What follows belongs to an exercise in optimizing a design on an open flow for small area and a short achievable clock period; a production flow would make more cautious choices.
Only simulation tests tie the RTL to the original design; equivalence was not proved.
Power is estimated from default activity; no workload was simulated.

<file path="flow/design.v">
package core_pkg;
    localparam int XLEN       = 32;
    localparam int REG_ADDR_W = 5;
    localparam int NUM_REGS   = 1 << REG_ADDR_W;
endpackage
import core_pkg::*;
module reg_file (
    input  logic                            clk,
    input  logic                            rst,
    input  logic [REG_ADDR_W-1:0]           raddr1,
    input  logic [REG_ADDR_W-1:0]           raddr2,
    output logic [XLEN-1:0]                 rd1,
    output logic [XLEN-1:0]                 rd2,
    input  logic                            we,
    input  logic [REG_ADDR_W-1:0]           waddr,
    input  logic [XLEN-1:0]                 wdata
);
    logic [XLEN-1:0] regs [1:NUM_REGS-1];
    logic [XLEN-1:0] rf [0:NUM_REGS-1];
    logic [XLEN-1:0] wd;
    assign wd = rst ? '0 : wdata;
    always_ff @(posedge clk) begin
        for (int i = 1; i < NUM_REGS; i++)
            if (rst || (we && waddr == i[REG_ADDR_W-1:0]))
                regs[i] <= wd;
    end
    always_comb begin
        rf[0] = '0;
        for (int i = 1; i < NUM_REGS; i++)
            rf[i] = regs[i];
    end
    assign rd1 = rf[raddr1];
    assign rd2 = rf[raddr2];
endmodule
import core_pkg::*;
module rv_slice_top (
    input  logic                            clk,
    input  logic                            rst,
    input  logic                            instr_valid,
    input  logic [31:0]                     instr,
    input  logic [core_pkg::XLEN-1:0]       pc,
    input  logic [core_pkg::XLEN-1:0]       mem_rdata,
    output logic                            mem_re,
    output logic                            mem_we,
    output logic [core_pkg::XLEN-1:0]       mem_addr,
    output logic [core_pkg::XLEN-1:0]       mem_wdata,
    output logic [1:0]                      mem_size,
    output logic                            redirect_valid,
    output logic [core_pkg::XLEN-1:0]       redirect_pc,
    output logic                            wb_valid,
    output logic [core_pkg::REG_ADDR_W-1:0] wb_rd,
    output logic [core_pkg::XLEN-1:0]       wb_data
);
    logic [XLEN-1:0]       X, Y, Z;
    logic [20:1]           pimm;
    logic [4:0]            shamt;
    logic                  e_wr, e_load, e_store, e_br, e_jal, e_jalr;
    logic [REG_ADDR_W-1:0] e_rd;
    logic [2:0]            e_f3;
    logic                  e_sub, e_signed, e_sra;
    logic                  e_sum, e_lt, e_xor, e_or, e_and, e_sr, e_sl, e_link;
    logic [XLEN-1:0]       R, S;
    logic                  r_wr, r_load, r_store;
    logic [REG_ADDR_W-1:0] r_rd;
    logic [2:0]            r_f3;
    logic                  r_redirect;
    logic [XLEN-1:0]       W;
    logic                  w_valid;
    logic [REG_ADDR_W-1:0] w_rd;
    logic [XLEN-1:0]       xf, yf, zf, sum, sh, sh_rev, alu, alu_o, P, L, Pimm;
    logic [33:0]           add34;
    logic                  xe, ye, lt, eq, taken;
    logic [7:0]            lane_b;
    logic [15:0]           lane_h;
    logic [XLEN-1:0]       load_val, wd;
    logic [4:0] opc, rs1, rs2, rd;
    logic [2:0] f3;
    logic       is_load, is_store, is_op, is_opimm, is_lui, is_auipc;
    logic       is_br, is_jal, is_jalr, is_jump, opx;
    logic       wr, use1, useY;
    logic       hitE1, hitW1, hitE2, hitW2;
    logic       sE1, sW1, sE2, sW2;
    logic [XLEN-1:0] rd1f, rd2f, rd2o;
    logic       fs1, fs2, gY, fY_p, fY_n, gZ;
    logic [XLEN-1:0] rd1, rd2, imm;
    logic [2:0] alu_f3;
    logic       sub_d;
    assign opc = instr[6:2];
    assign f3  = instr[14:12];
    assign rs1 = instr[19:15];
    assign rs2 = instr[24:20];
    assign rd  = instr[11:7];
    assign is_br    =  opc[4] & ~opc[0];
    assign is_jalr  =  opc[4] &  opc[0] & ~opc[1];
    assign is_jal   =  opc[1];
    assign is_jump  =  opc[4] &  opc[0];
    assign is_lui   =  opc[3] &  opc[2] &  opc[0];
    assign is_auipc = ~opc[3] &  opc[2] &  opc[0];
    assign is_opimm = ~opc[3] &  opc[2] & ~opc[0];
    assign is_op    =  opc[3] &  opc[2] & ~opc[0];
    assign is_load  = ~opc[4] & ~opc[3] & ~opc[2];
    assign is_store = ~opc[4] &  opc[3] & ~opc[2];
    assign opx      = opc[2] & ~opc[0] & ~opc[4];   
    assign wr   = ~is_br & ~is_store & (rd != '0);
    assign use1 = ~(opc[2] & opc[0]);               
    assign useY = is_op | is_br;
    assign hitE1 = e_wr && e_rd == rs1;
    assign hitW1 = r_wr && r_rd == rs1;
    assign hitE2 = e_wr && e_rd == rs2;
    assign hitW2 = r_wr && r_rd == rs2;
    assign sE1   = hitE1 & use1;
    assign sW1   = hitW1 & ~hitE1 & use1;
    assign sE2   = hitE2;
    assign sW2   = hitW2 & ~hitE2;
    assign fs1  = sE1 & e_sum;
    assign fs2  = sE2 & e_sum;
    assign rd1f = (rd1 & {XLEN{use1 & ~hitE1 & ~hitW1}}) | (alu_o & {XLEN{sE1}}) | (wd & {XLEN{sW1}});
    assign rd2o = (rd2 & {XLEN{~hitE2 & ~hitW2}}) | (alu_o & {XLEN{sE2}}) | (wd & {XLEN{sW2}});
    assign rd2f = rd2o | (sum & {XLEN{fs2}});
    assign gY   = useY & ~fs2;
    assign fY_p = useY & fs2 & ~sub_d;
    assign fY_n = useY & fs2 & sub_d;
    assign gZ   = is_store & ~fs2;
    always_comb begin
        if (is_lui | is_auipc)
            imm = {instr[31:12], 12'b0};
        else if (is_jal)
            imm = {{12{instr[31]}}, instr[19:12], instr[20], instr[30:21], 1'b0};
        else if (is_store)
            imm = {{21{instr[31]}}, instr[30:25], instr[11:7]};
        else
            imm = {{21{instr[31]}}, instr[30:20]};
    end
    assign alu_f3 = opx ? f3 : 3'b000;
    assign sub_d  = is_br | (is_op & f3 == 3'b000 & instr[30]) | (opx & f3[2:1] == 2'b01);
    reg_file u_regs (
        .clk, .rst,
        .raddr1 (rs1), .raddr2 (rs2), .rd1, .rd2,
        .we    (r_wr),
        .waddr (r_rd),
        .wdata (wd)
    );
    always_ff @(posedge clk) begin
        X    <= rd1f | (sum & {XLEN{fs1}}) | (pc & {XLEN{is_auipc}});
        Y    <= (sum & {XLEN{fY_p}}) | (~sum & {XLEN{fY_n}})
              | ((rd2o ^ {XLEN{sub_d}}) & {XLEN{gY}})
              | ((imm ^ {XLEN{sub_d}}) & {XLEN{~useY}});
        Z    <= (sum & {XLEN{is_store & fs2}}) | (rd2o & {XLEN{gZ}})
              | ({pc[31:2], 2'b00} & {XLEN{~is_store}});
        pimm <= is_br ? {{9{instr[31]}}, instr[7], instr[30:25], instr[11:8]}
                      : {instr[31], instr[19:12], instr[20], instr[30:21]};
        shamt <= useY ? rd2f[4:0] : instr[24:20];    
        e_rd <= rd;
        e_f3 <= f3;
        e_sub    <= sub_d;
        e_signed <= opx ? ~f3[0] : ~f3[1];
        e_sra    <= instr[30];
        e_sum  <= alu_f3 == 3'b000 & ~is_jump;
        e_sl   <= alu_f3 == 3'b001;
        e_lt   <= alu_f3[2:1] == 2'b01;
        e_xor  <= alu_f3 == 3'b100;
        e_sr   <= alu_f3 == 3'b101;
        e_or   <= alu_f3 == 3'b110;
        e_and  <= alu_f3 == 3'b111;
        e_link <= is_jump;
    end
    always_ff @(posedge clk) begin
        if (rst) begin
            e_wr    <= 1'b0;
            e_load  <= 1'b0;
            e_store <= 1'b0;
            e_br    <= 1'b0;
            e_jal   <= 1'b0;
            e_jalr  <= 1'b0;
        end else begin
            e_wr    <= instr_valid & wr;
            e_load  <= instr_valid & is_load;
            e_store <= instr_valid & is_store;
            e_br    <= instr_valid & is_br;
            e_jal   <= instr_valid & is_jal;
            e_jalr  <= instr_valid & is_jalr;
        end
    end
    assign xf = X;
    assign yf = Y;
    assign zf = Z;
    assign xe    = e_signed & xf[31];
    assign ye    = ~e_signed | yf[31];
    assign add34 = {xe, xf, 1'b1} + {ye, yf, e_sub};
    assign sum   = add34[32:1];
    assign lt    = add34[33];
    assign eq    = &(xf ^ yf);    
    assign sh     = 32'($signed({e_sra & xf[31], xf}) >>> shamt);
    assign sh_rev = xf << shamt;
    assign Pimm = {{11{pimm[20]}}, pimm, 1'b0};
    assign P    = {Z[31:2] + Pimm[31:2], Pimm[1:0]};
    assign L    = {Z[31:2] + 30'd1, 2'b00};
    assign alu_o = ({31'b0, lt}  & {XLEN{e_lt}})
               | ((xf ^ yf)    & {XLEN{e_xor}})
               | ((xf | yf)    & {XLEN{e_or}})
               | ((xf & yf)    & {XLEN{e_and}})
               | (sh           & {XLEN{e_sr}})
               | (sh_rev       & {XLEN{e_sl}})
               | (L            & {XLEN{e_link}});
    assign alu   = (sum & {XLEN{e_sum}}) | alu_o;
    assign taken = e_jal | e_jalr | (e_br & (e_f3[0] ^ (e_f3[2] ? lt : eq)));
    always_ff @(posedge clk) begin
        R    <= alu;
        S    <= e_jalr ? {sum[31:1], 1'b0} : (e_jal | e_br) ? P : zf;
        r_rd <= e_rd;
        r_f3 <= e_f3;
    end
    always_ff @(posedge clk) begin
        if (rst) begin
            r_wr       <= 1'b0;
            r_load     <= 1'b0;
            r_store    <= 1'b0;
            r_redirect <= 1'b0;
        end else begin
            r_wr       <= e_wr;
            r_load     <= e_load;
            r_store    <= e_store;
            r_redirect <= taken;
        end
    end
    assign lane_b = mem_rdata[{R[1:0], 3'b000} +: 8];
    assign lane_h = R[1] ? mem_rdata[31:16] : mem_rdata[15:0];
    always_comb begin
        if (r_f3[1])
            load_val = mem_rdata;
        else if (r_f3[0])
            load_val = {{16{~r_f3[2] & lane_h[15]}}, lane_h};
        else
            load_val = {{24{~r_f3[2] & lane_b[7]}}, lane_b};
    end
    assign wd = r_load ? load_val : R;
    always_ff @(posedge clk) begin
        W    <= wd;
        w_rd <= r_rd;
        if (rst)
            w_valid <= 1'b0;
        else
            w_valid <= r_wr;
    end
    assign mem_re         = r_load;
    assign mem_we         = r_store;
    assign mem_addr       = R;
    assign mem_wdata      = S;
    assign mem_size       = r_f3[1:0];
    assign redirect_valid = r_redirect;
    assign redirect_pc    = S;
    assign wb_valid       = w_valid;
    assign wb_rd          = w_rd;
    assign wb_data        = W;
endmodule
</file>
<file path="flow/flow/run.sh">
#!/bin/bash
set -euo pipefail
bash standard.sh 'BUFFER_PORTS_ARGS=-buffer_cell sky130_fd_sc_hd__buf_1' finish > make_finish.log 2>&1
</file>
<file path="flow/standard.sh">
#!/bin/bash
# synth_recipe.tcl (not shown) runs the flow's synth.tcl, then flattens the netlist and writes it again
# the make line also repeats each setting of config.mk as NAME=value (left out here)
make -C /OpenROAD-flow-scripts/flow DESIGN_CONFIG=/design/flow/config.mk WORK_HOME=/design/flow/orfs CLKGATE_MAP_FILE= SYNTH_SCRIPT=/design/flow/synth_recipe.tcl "${@:-finish}"
</file>
<file path="flow/config.mk">
export PLATFORM = sky130hd
export DESIGN_NAME = rv_slice_top
export DESIGN_NICKNAME = rv_slice_top
export VERILOG_FILES = /design/flow/design.v
export SDC_FILE = /design/flow/constraint.sdc
export NUM_CORES = 4
export LEC_CHECK = 0
export CAP_MARGIN = 20
export CORE_MARGIN = 2
export CORE_UTILIZATION = 50
export SETUP_SLACK_MARGIN = 2.7
export SLEW_MARGIN = 20
</file>
<file path="flow/constraint.sdc">
create_clock -name core_clock -period 6.0 [get_ports {clk}]
set_input_delay 1.2000 -clock core_clock [delete_from_list [all_inputs] [get_ports {clk}]]
set_output_delay 1.2000 -clock core_clock [all_outputs]
set_load 0.01 [all_outputs]
</file>
==> flow_summary.yaml, run 1 <==
outcome:
  outcome: "no timing/DRC/antenna violations"
clock_network:
  hold_buffers: 0
  htreeDepth: 4
  clkTransAtPathRegs_ns: 0.07
  cts_buffer_depth: 3
  cts.sinks: 1251
  cts-root-buf: "clkbuf_16"
  numCtsBuffers: 136
  clock_latency_ns: 0.84
  cts_tree: "done"
timing:
  slew_headroom: 0.123
  fin_ws_ns: 2.35
  max_freq_mhz: 274
  setup_tns_ns: 0
  finClkSkew_ns: 0.0440
  hold_viol_final: 0
  rsz0062_at_grt: "yes"
  finalCriticalPeriod_ns: 3.65
  slew_viol_final: 0
  worst_slew_pin_slew_ns: 1.32
  min_period_over_period: 0.608
  finalSetupViolCount: 0
yosys:
  synth_cell_type_count: 90
  syn_area_mm2: 0.0614
  synth_common_cells: "992 x edfxtp_1, 548 x a22oi_1, 438 x nand2_1"
  ys_warn_count: 4
  synthesis.nets: 5367
  synth.largest_area_cell: "edfxtp_1"
  synth_cells: 5172
  synth_top_area_frac: 0.485
  synth.area.top_cells: "edfxtp_1 48%, dfxtp_1 8.4%, a22oi_1 6.7%"
  synth_edf_count: 992
  yosysMostFrequentCell: "edfxtp_1"
  synth_seq_area_share: 0.569
  ys_seq_elements: 1251
  async_flop_share: 0
  avgSynthCellArea_um2: 11.9
  synthFlopType: "edfxtp_1"
route:
  first_iter_violations: 14100
  vias_per_cell: 7.96
  drc: 0
  vias: 60000
  wl_per_cell_um: 48.0
  drtPass1Iterations: 13
  wl_um: 361000
  ant_nets: 0
worst_setup_path:
  cp-end-kind: "flop"
  critPathLaunchType: "flop"
  critPathBufInv: 4
  slowest_stage: "a2111o_1"
  critPathMaxFanout: 8
  slowest_delay_ns: 0.55
  path_class: "reg2reg"
  required_ns: 6.68
  cp.arrival_ns: 4.33
  path_cells: "buf_4, ha_1, a21o_1, a21o_1, o21bai_1, a2111o_1, a211oi_4, buf_6, o31a_1, buf_6, o21ai_4, buf_4, xnor2_4, a211oi_1, a211oi_2"
  crit_family: "compound AO/OA/AOI/OAI gates"
die:
  start_util: 0.504
  die_w_um: 355
  std_cell_rows: 128
  pin_count: 238
  coreArea_mm2: 0.122
  die_y_um: 355
  dieArea_mm2: 0.126
cells_and_area:
  fillCellCount: 9675
  syn_to_final_growth_pct: 24.7
  fin_area_mm2: 0.0766
  multi_input_comb_area_mm2: 0.0274
  drive_gt1_frac: 0.259
  fin_nets: 5962
  final-seq-area_mm2: 0.0351
place:
  gp_congestion: 1.11
  portBuffers: 235
  place_ws_ns: 0.711
  hpwlAfterDp_um: 223000
  detailed_place.area_mm2: 0.0663
grt:
  grtUsageTotal: 0.558
  grt_pass1_wl_um: 473000
  met1_usage: 0.618
  grt.met3_usage: 0.300
  grt_pass1_vias: 54500
  grt.busiest_layer: "met2"
  grt_overflow: 0
  grt_max_degree: 44
  grt.met2_usage: 0.765
  antenna_found_initial: 38
power_and_ir_drop:
  vdd_drop_max_uv: 346
  power.net_switching_w: 0.0103
  swShare: 0.352
  pwr-share-clk: 0.300
  internal-power_w: 0.0189
  combPwrFrac: 0.266
  p_seq_frac: 0.434
  p_per_area_mw_per_mm2: 381
  p_leak_nw: 28.4
worst_hold_path:
  hold_class: "reg2reg"
run:
  cap_viol_max_count: 0
==> flip-flops by register name (all words and copies together), names as in the netlist, 3 cells and up <==
name         cells
u_regs.regs    992
R               32
S               32
W               32
X               32
Y               32
Z               32
pimm            20
e_rd             5
r_rd             5
shamt            5
w_rd             5
e_f3             3
r_f3             3
==> power groups by stage <==
| stage | logic [W] | clock network (W) | registers [W] |
|---|---|---|---|
| after global placement | 0.00588 | 0 | 0.0128 |
| final | 0.00776 | 0.00875 | 0.0127 |
| after global routing | 0.00777 | 0.00901 | 0.0127 |
| after CTS | 0.00674 | 0.00865 | 0.0125 |
| after detailed placement | 0.00589 | 0 | 0.0128 |
| after floorplan | 0.00310 | 0 | 0.0123 |
==> placed cells by master (no fill, tap or decap), types with 25 or more instances in the layout <==
master | netlist | routed
nand3_1 | 161 | 152
and2_2 | 0 | 28
a21o_1 | 53 | 48
and3_1 | 55 | 40
o21ai_0 | 176 | 124
buf_6 | 8 | 54
ha_1 | 94 | 72
a221oi_1 | 195 | 169
edfxtp_1 | 992 | 992
diode_2 | 0 | 32
a22oi_1 | 548 | 531
dfxtp_4 | 0 | 25
o21ai_1 | 5 | 29
mux4_2 | 73 | 78
buf_12 | 1 | 67
inv_1 | 110 | 108
xnor2_1 | 81 | 69
nor4_1 | 43 | 30
nor2_4 | 0 | 51
a222oi_1 | 70 | 70
nand4_1 | 91 | 91
nor3_1 | 41 | 33
clkbuf_16 | 0 | 142
a221o_1 | 25 | 25
dfxtp_1 | 259 | 210
and2_4 | 0 | 31
buf_4 | 38 | 508
nor2_1 | 230 | 170
nand2_1 | 438 | 414
mux2_2 | 41 | 35
a22o_1 | 185 | 185
xor2_1 | 64 | 57
mux2i_1 | 54 | 44
buf_1 | 44 | 225
a21oi_1 | 205 | 178
==> through the flow <==
step / power, W / hold slack (ns) / util / std cells
global route: 0.0295 / 0.343 / 0.628 / 7509
finish: 0.0292 / 0.333 / 0.628 / 7534
detailed placement: 0.0187 / 0.325 / 0.544 / 6929
floorplan: 0.0154 / 0.310 / - / 5172
CTS: 0.0279 / 0.333 / 0.611 / 7393
global placement: 0.0186 / 0.312 / 0.544 / 6928
==> kinds of logic after synthesis <==
kind of cell / Yosys count / share of synthesized area
AOI/OAI and AO/OA: 1714 / 0.208
DFF: 1251 / 0.569
and+or+nand+nor: 1247 / 0.0972
buffers and inverters: 541 / 0.0374
muxes: 178 / 0.0474
xor gates and xnor gates: 145 / 0.0207
adders and majority gates: 96 / 0.0198
==> cell type report <==
type                       count  share of cell area
antenna                       32             0.00105
tap                         1625              0.0266
clock inverter                77              0.0113
timing repair buffer         873              0.0904
inverter                     116             0.00587
clock buffer                 171              0.0483
sequential                  1251               0.458
multi-input combinational   3389               0.358
==> path summary, 6_finish.rpt <==
path / from / end / slack, ns / depth (start not counted)
setup reg to reg: X[11]$_DFF_P_ / Y[31]$_DFF_P_ / 2.35 / 15
hold / removal: e_f3[1]$_DFF_P_ / r_f3[1]$_DFF_P_ / 0.33 / 0
setup / recovery: X[11]$_DFF_P_ / Y[31]$_DFF_P_ / 2.35 / 15
hold reg to reg: e_f3[1]$_DFF_P_ / r_f3[1]$_DFF_P_ / 0.33 / 0
==> layer usage <==
metal,up-vias,wire (um)
li1,21900,-
met1,28700,112000
met2,6922,143000
met3,2357,61600
met4,26,44900
met5,-,330
==> what timing repair did <==
item                       4_1_cts  5_1_grt
pin swaps                       99      115
resized for setup              415      232
setup endpoints to repair     1234      527
cloned                           9        2
setup buffers                  207      106
==> run 2: changes to the inputs <==
--- a/flow/config.mk
+++ b/flow/config.mk
@@ -6,7 +6,9 @@
 export NUM_CORES = 4
 export LEC_CHECK = 0
 export CAP_MARGIN = 20
+export CELL_PAD_IN_SITES_DETAIL_PLACEMENT = 1
+export CELL_PAD_IN_SITES_GLOBAL_PLACEMENT = 2
 export CORE_MARGIN = 2
-export CORE_UTILIZATION = 50
-export SETUP_SLACK_MARGIN = 2.7
+export CORE_UTILIZATION = 45
+export SETUP_SLACK_MARGIN = 2.6
 export SLEW_MARGIN = 20
==> run 2 against run 1 <==
- critical path type unchanged
- synthesized cell count stayed put
- critical endpoint is now Y[15]$_DFF_P_
- via count shrank 1.1%
- design area shrank 0.52%
- utilization decreased by 6.6 points
- combinational power down 2%
- flip-flop and latch count unchanged
- setup slack got worse by 0.044 ns
- clock power rose by 2.7%
- hold slack gained 0.0077 ns
- register-to-register slack worse by 0.04 ns
- first-iteration DRC count down 15%
==> flow_summary.yaml, run 2 <==
yosys:
  synth_seq_area_share: 0.569
  synthFlopType: "edfxtp_1"
  yosysMostFrequentCell: "edfxtp_1"
  syn_area_mm2: 0.0614
  ys_warn_count: 4
  synth_common_cells: "992 x edfxtp_1, 548 x a22oi_1, 438 x nand2_1"
  ys_seq_elements: 1251
  synth_edf_count: 992
  synth_top_area_frac: 0.485
  synth.largest_area_cell: "edfxtp_1"
  async_flop_share: 0
  synth_cells: 5172
  avgSynthCellArea_um2: 11.9
  synth.area.top_cells: "edfxtp_1 48%, dfxtp_1 8.4%, a22oi_1 6.7%"
  synthesis.nets: 5367
  synth_cell_type_count: 90
timing:
  max_freq_mhz: 271
  worst_slew_pin_slew_ns: 1.29
  finClkSkew_ns: 0.0461
  slew_headroom: 0.139
  slew_viol_final: 0
  rsz0062_at_grt: "yes"
  setup_tns_ns: 0
  hold_viol_final: 0
  finalCriticalPeriod_ns: 3.69
  hold_ws_ns: 0.340
  finalSetupViolCount: 0
  min_period_over_period: 0.616
power_and_ir_drop:
  p_leak_nw: 28.2
  vdd_drop_max_uv: 341
  total_power_w: 0.0292
  p_per_area_mw_per_mm2: 384
cells_and_area:
  syn_to_final_growth_pct: 24.0
  layout_commonest_cell: "edfxtp_1"
  layout_common_cells: "992 x edfxtp_1, 534 x a22oi_1, 501 x buf_4, 412 x nand2_1, 225 x buf_1"
  largest_register: "u_regs.regs"
  fin_nets: 5934
  largest_reg_flops: 992
  drive_gt1_frac: 0.252
  fin_util: 0.562
die:
  pin_count: 238
  dieArea_mm2: 0.139
  die_w_um: 373
  coreArea_mm2: 0.135
  std_cell_rows: 135
  die_y_um: 373
  start_util: 0.453
grt:
  grt_pass1_wl_um: 490000
  antenna_found_initial: 37
  grtUsageTotal: 0.516
  met1_usage: 0.585
  grt.met3_usage: 0.207
  grt.met2_usage: 0.750
  grt_pass1_vias: 56300
  grt_overflow: 0
  grt_max_degree: 44
  grt.busiest_layer: "met2"
route:
  vias_per_cell: 7.74
  wl_per_cell_um: 48.7
  first_iter_violations: 12000
  wl_um: 373000
  vias: 59300
  drtPass1Iterations: 8
  ant_nets: 0
  drc: 0
worst_setup_path:
  cp-end-kind: "flop"
  r2r_start: "shamt[0]$_DFF_P_"
  slowest_stage: "o211ai_1"
  required_ns: 6.69
  critPathMaxFanout: 8
  reg2reg_slack_ns: 2.31
  rr_worst_depth: 11
  r2r-end: "Y[15]$_DFF_P_"
  critPathLaunchType: "flop"
  slowest_delay_ns: 0.75
  path_class: "reg2reg"
  cp.arrival_ns: 4.39
  crit_family: "compound AO/OA/AOI/OAI gates"
  path_cells: "buf_12, buf_16, mux4_2, mux4_2, o211ai_1, o2111ai_4, o21ai_2, nand2_1, o22ai_2, xor2_1, o21ai_0"
  cpMostUsedCell: "mux4_2"
  critPathBufInv: 2
clock_network:
  clkTransAtPathRegs_ns: 0.07
  numCtsBuffers: 139
  clock_latency_ns: 0.83
  hold_buffers: 0
  cts.sinks: 1251
  cts_tree: "done"
  cts_buffer_depth: 3
  cts-root-buf: "clkbuf_16"
  htreeDepth: 4
worst_hold_path:
  hold_depth: 0
  min_to: "r_f3[1]$_DFF_P_"
  min_from: "e_f3[1]$_DFF_P_"
  hold_class: "reg2reg"
outcome:
  outcome: "no timing/DRC/antenna violations"
place:
  portBuffers: 235
  gp_congestion: 1.02
  hpwlAfterDp_um: 244000
run:
  cap_viol_max_count: 0
[run 2: where the power goes]
part	switching, W	leakage, nW	total (W)	internal [W]
sequential	0.00126	12.3	0.0127	0.0114
clock	0.00393	2.27	0.00899	0.00505
combinational	0.00514	13.6	0.00758	0.00244
[run 2: kinds of logic (layout without fill, tap and decap cells)]
group	Yosys count	count (layout)	synth area share
other	0	26	0
adder cells (fa/ha/maj)	96	96	0.0198
multiplexers	178	178	0.0474
XOR/XNOR	145	145	0.0207
flip-flops	1251	1251	0.569
AND/OR/NAND/NOR	1247	1253	0.0972
AO/OA/AOI/OAI	1714	1715	0.208
buffers and inverters	541	1215	0.0374
[run 2: worst max-delay path by stage]
stage	from	to	slack, ns	depth (start not counted)
detailed placement	instr[22]	Y[18]$_DFF_P_	0.53	14
floorplan	r_rd[3]$_DFF_P_	u_regs.regs[25][0]$_DFFE_PP_	2.08	4
global placement	instr[23]	Y[18]$_DFF_P_	0.52	12
global route	shamt[0]$_DFF_P_	Y[15]$_DFF_P_	2.35	11
CTS	shamt[0]$_DFF_P_	Y[15]$_DFF_P_	2.35	11
finish	shamt[0]$_DFF_P_	Y[15]$_DFF_P_	2.31	11
[run 2: repair_timing]
action                                  in CTS  in global routing
pin swaps                                   73                101
resized for setup                          358                232
endpoints found under the setup margin    1202                559
gates cloned                                 8                  4
setup buffers                              141                116
[run 2: worst reg2reg max path, stage by stage (launching register included)]
cell,delay (ns)
dfxtp_4,0.38
buf_12,0.15
buf_16,0.17
mux4_2,0.55
mux4_2,0.49
o211ai_1,0.75
o2111ai_4,0.37
o21ai_2,0.22
nand2_1,0.08
o22ai_2,0.14
xor2_1,0.18
o21ai_0,0.08
[run 2: area by class of cell]
| cell class | count | area (um^2) |
|---|---|---|
| fillers | 13600 | 59300 |
| clock buffers | 174 | 3700 |
| well taps | 1781 | 2230 |
| multi-input cells | 3387 | 27100 |
| inverters | 116 | 443 |
| diodes | 26 | 65.1 |
| repair buffers | 844 | 6560 |
| clock inverters | 81 | 981 |
| flip-flops and latches | 1251 | 35100 |
[run 2: per-stage QoR]
step	instances	setup WS, ns	area, um^2
floorplan	5172	2.08	62100
global placement	7106	0.523	66600
detailed placement	7108	0.528	66600
CTS	7512	2.35	74100
global route	7638	2.35	76100
finish	7660	2.31	76200
[run 2: layer usage]
| metal | part of all wire | routed length [um] |
|---|---|---|
| met1 | 0.32 | 121000 |
| met2 | 0.42 | 156000 |
| met3 | 0.15 | 54500 |
| met4 | 0.11 | 41300 |
| met5 | 0.00098 | 364 |
==> run 3: changes to the inputs <==
--- a/flow/design.v
+++ b/flow/design.v
@@ -11,8 +11,7 @@
     input  logic [REG_ADDR_W-1:0]           raddr2,
     output logic [XLEN-1:0]                 rd1,
     output logic [XLEN-1:0]                 rd2,
-    input  logic                            we,
-    input  logic [REG_ADDR_W-1:0]           waddr,
+    input  logic [NUM_REGS-1:1]             wen,       
     input  logic [XLEN-1:0]                 wdata
 );
     logic [XLEN-1:0] regs [1:NUM_REGS-1];
@@ -21,7 +20,7 @@
     assign wd = rst ? '0 : wdata;
     always_ff @(posedge clk) begin
         for (int i = 1; i < NUM_REGS; i++)
-            if (rst || (we && waddr == i[REG_ADDR_W-1:0]))
+            if (rst || wen[i])
                 regs[i] <= wd;
     end
     always_comb begin
@@ -64,6 +63,7 @@
     logic [REG_ADDR_W-1:0] r_rd;
     logic [2:0]            r_f3;
     logic                  r_redirect;
+    logic [NUM_REGS-1:1]   r_wen;       
     logic [XLEN-1:0]       W;
     logic                  w_valid;
     logic [REG_ADDR_W-1:0] w_rd;
@@ -136,8 +136,7 @@
     reg_file u_regs (
         .clk, .rst,
         .raddr1 (rs1), .raddr2 (rs2), .rd1, .rd2,
-        .we    (r_wr),
-        .waddr (r_rd),
+        .wen   (r_wen),
         .wdata (wd)
     );
     always_ff @(posedge clk) begin
@@ -216,7 +215,10 @@
             r_load     <= 1'b0;
             r_store    <= 1'b0;
             r_redirect <= 1'b0;
+            r_wen      <= '0;
         end else begin
+            for (int i = 1; i < NUM_REGS; i++)
+                r_wen[i] <= e_wr && e_rd == i[REG_ADDR_W-1:0];
             r_wr       <= e_wr;
             r_load     <= e_load;
             r_store    <= e_store;
==> run 3 against run 2 <==
- still clean on timing, DRC and antenna
- design area up 2.6%
- clock skew rose by 0.013 ns
- fmax up 3.3%
- count of clock-buffer cells in the layout up 5
- wire length is 3.1% higher
- first-iteration DRC count decreased by 0.75%
- utilization fell by 0.91 points
- hold slack worse by 0.011 ns
- register-to-register slack better by 0.12 ns
- via count grew 5.0%
- synthesized area is 4.1% higher
- clock power increased by 6.3%
- critical endpoint is now Z[0]$_DFF_P_
- largest cell class unchanged
- highest routed layer unchanged
==> flow_summary.yaml, run 3 <==
worst_setup_path:
  r2r_start: "shamt[0]$_DFF_P_"
  reg2reg_slack_ns: 2.42
  critPathLaunchType: "flop"
  r2r-end: "Z[0]$_DFF_P_"
  critPathMaxFanout: 5
  required_ns: 6.69
  crit_end: "Z[0]$_DFF_P_"
  rr_worst_depth: 11
  crit_start: "shamt[0]$_DFF_P_"
  slowest_delay_ns: 0.86
  cp.arrival_ns: 4.27
  path_cells: "buf_6, buf_6, buf_4, mux4_1, nand2_1, and3_1, a2111oi_1, o31a_1, a211o_1, o22ai_2, nor2_1"
  cp-end-kind: "flop"
  slowest_stage: "a2111oi_1"
  cpMostUsedCell: "buf_6"
  path_class: "reg2reg"
route:
  wl_per_cell_um: 47.6
  vias: 62200
  drtPass1Iterations: 10
  vias_per_cell: 7.70
  drc: 0
  ant_nets: 0
  first_iter_violations: 12000
  wl_um: 385000
timing:
  worst_slew_pin_slew_ns: 1.25
  setup_tns_ns: 0
  hold_ws_ns: 0.330
  rsz0062_at_grt: "yes"
  min_period_over_period: 0.596
  hold_viol_final: 0
  max_freq_mhz: 280
  finalSetupViolCount: 0
  slew_headroom: 0.167
  fin_ws_ns: 2.42
  finClkSkew_ns: 0.0594
  slew_viol_final: 0
  finalCriticalPeriod_ns: 3.58
die:
  start_util: 0.453
  die_y_um: 381
  coreArea_mm2: 0.141
  die_w_um: 381
  std_cell_rows: 138
  dieArea_mm2: 0.145
  pin_count: 238
place:
  gp_congestion: 1.02
  portBuffers: 235
  place_ws_ns: 0.905
  hpwlAfterDp_um: 247000
yosys:
  yosysMostFrequentCell: "edfxtp_1"
  synth_cells: 5557
  synth_cell_type_count: 89
  synthesis.nets: 5752
  ys_warn_count: 4
  synth_compound_area_frac: 0.194
  synth-simple-area-share: 0.128
  synthAdderAreaFrac: 0.0190
  synth_top_family_by_area: "compound AO/OA/AOI/OAI gates"
  synth_seq_area_share: 0.557
  synth_edf_count: 992
  synth-xor-area-share: 0.0169
  synth_common_cells: "992 x edfxtp_1, 400 x a22oi_1, 377 x nand2_1"
  synth.largest_area_cell: "edfxtp_1"
  synthMuxAreaShare: 0.0455
  ys_seq_elements: 1282
  synthFlopType: "edfxtp_1"
  synth.area.top_cells: "edfxtp_1 47%, dfxtp_1 9.1%, a22oi_1 4.7%"
  async_flop_share: 0
  synth_top_area_frac: 0.466
  avgSynthCellArea_um2: 11.5
  syn_area_mm2: 0.0639
clock_network:
  cts_tree: "done"
  htreeDepth: 4
  cts_buffer_depth: 3
  cts-root-buf: "clkbuf_16"
  clock_latency_ns: 0.86
  cts.sinks: 1282
  clkTransAtPathRegs_ns: 0.06
  hold_buffers: 0
  numCtsBuffers: 143
grt:
  grt_pass1_vias: 59400
  antenna_found_initial: 34
  grtUsageTotal: 0.512
  grt_overflow: 0
  grt_max_degree: 56
  grt_pass1_wl_um: 509000
power_and_ir_drop:
  combPwrFrac: 0.248
  power.net_switching_w: 0.0106
  internal-power_w: 0.0194
  p_leak_nw: 28.9
  pwr-share-clk: 0.320
  p_seq_frac: 0.432
  p_per_area_mw_per_mm2: 383
  vdd_drop_max_uv: 311
  swShare: 0.353
cells_and_area:
  multi_input_comb_area_mm2: 0.0279
  largest_register: "u_regs.regs"
  syn_to_final_growth_pct: 22.2
  layout_commonest_cell: "edfxtp_1"
  final-seq-area_mm2: 0.0357
  drive_gt1_frac: 0.219
  layout_common_cells: "992 x edfxtp_1, 476 x buf_4, 394 x a22oi_1, 374 x nand2_1, 317 x nand3_1"
  fin_nets: 6240
  fillCellCount: 14500
  largest_reg_flops: 992
worst_hold_path:
  hold_class: "reg2reg"
run:
  cap_viol_max_count: 0
outcome:
  outcome: "no timing/DRC/antenna violations"
-- run 3: cell types whose count changed in the layout (fill, tap and decap cells not counted), moves of 31 or more --
cell / change
nand3_1: +162
and3_1: +99
nor2_1: +39
nor3_1: +33
nand2_1: -38
a221oi_1: +31
o21ai_0: +33
a22oi_1: -140
nand4_1: +57
-- run 3: stage by stage --
stage	instances	total power, W	area, um^2	utilization
6_report	8086	0.0299	78100	0.553
5_1_grt	8058	0.0303	78100	0.553
4_1_cts	7958	0.0291	76600	0.543
3_5_place_dp	7527	0.0193	68800	0.487
3_3_place_gp	7527	0.0192	68700	0.487
2_1_floorplan	5557	0.0157	64400	-
-- run 3: how the worst min path moves through the flow --
| stage | startpoint | endpoint | cells past startpoint |
|---|---|---|---|
| final | e_f3[1]$_DFF_P_ | r_f3[1]$_DFF_P_ | 0 |
| after global routing | e_f3[1]$_DFF_P_ | r_f3[1]$_DFF_P_ | 0 |
| after CTS | e_f3[1]$_DFF_P_ | r_f3[1]$_DFF_P_ | 0 |
| after detailed placement | e_f3[1]$_DFF_P_ | r_f3[1]$_DFF_P_ | 0 |
| after global placement | e_f3[1]$_DFF_P_ | r_f3[1]$_DFF_P_ | 0 |
| after floorplan | e_f3[1]$_DFF_P_ | r_f3[1]$_DFF_P_ | 0 |
-- run 3: final cells by class --
cell class                      count  area share
Sequential cell                  1282       0.457
Multi-Input combinational cell   3679       0.358
Timing Repair Buffer              819      0.0834
Clock buffer                      179      0.0489
Tap cell                         1890      0.0303
Clock inverter                     86      0.0156
Inverter                          119     0.00592
Antenna cell                       31    0.000993
Timing Repair inverter              1   0.0000640
-- run 3: logic make-up after synthesis --
logic type	Yosys count
AO/OA/AOI/OAI	1657
AND/OR/NAND/NOR	1623
flip-flops	1282
buffers and inverters	602
multiplexers	175
XOR/XNOR	122
adder cells (fa/ha/maj)	96
-- run 3: power groups by stage --
stage               Clock [W]  Combinational, W  Sequential [W]
floorplan                   0           0.00327          0.0124
finish                0.00956           0.00742          0.0129
detailed placement          0           0.00630          0.0130
CTS                   0.00950           0.00676          0.0128
global placement            0           0.00623          0.0130
global route          0.00983           0.00750          0.0130
-- run 3: worst max-delay path: cells and delay by family (launching register included) --
| family | cells | cell delay [ns] |
|---|---|---|
| flops | 1 | 0.39 |
| buf+inv | 3 | 0.41 |
| mux | 1 | 0.38 |
| simple gates | 3 | 0.59 |
| compound gates | 4 | 1.67 |
-- run 3: what timing repair did --
item / 4_1_cts / 5_1_grt
setup endpoints to repair: 586 / 202
pin swaps: 66 / 48
gates resized for setup: 292 / 147
cloned: 8 / 6
setup buffers: 158 / 90
-- run 3: per-layer routing --
metal / global-route usage / up-vias / routed length, um / share of wire
met4: 0.440 / 30 / 42500 / 0.11
met3: 0.196 / 2059 / 56400 / 0.15
met2: 0.745 / 6393 / 160000 / 0.42
met5: 0.00628 / - / 503 / 0.0013
li1: - / 23200 / - / -
met1: 0.591 / 30600 / 125000 / 0.33

[what the ideal ports hide]
Ports are ideal in the flow. The routed layouts listed here were re-timed in OpenROAD. Step 1, drivers: a clkbuf_16 drives clk and a buf_2 each remaining input, both assumed. Step 2, shift: input delay + t, output delay - t, t = (earliest + latest rising clock arrival at the registers) / 2. This alone moves slack from input paths to output paths. Slacks: ideal / step 1 / step 2; pairs: ideal / step 1.
run | t (ns) | slack for setup (ns) | hold slack, ns | cell pins on the clock port's net
run 1 | 0.894 | 2.350 / 2.350 / 1.511 | 0.333 / 0.333 / 0.333 | 1
run 2 | 0.897 | 2.306 / 2.306 / 1.608 | 0.340 / 0.340 / 0.340 | 1
run 3 | 0.924 | 2.424 / 2.424 / 1.624 | 0.330 / 0.330 / 0.330 | 1
After both steps every run listed still meets setup and hold. The setup slack of run 1, which loses most, moves by 0.000 ns with the drivers and by -0.839 ns with both steps.
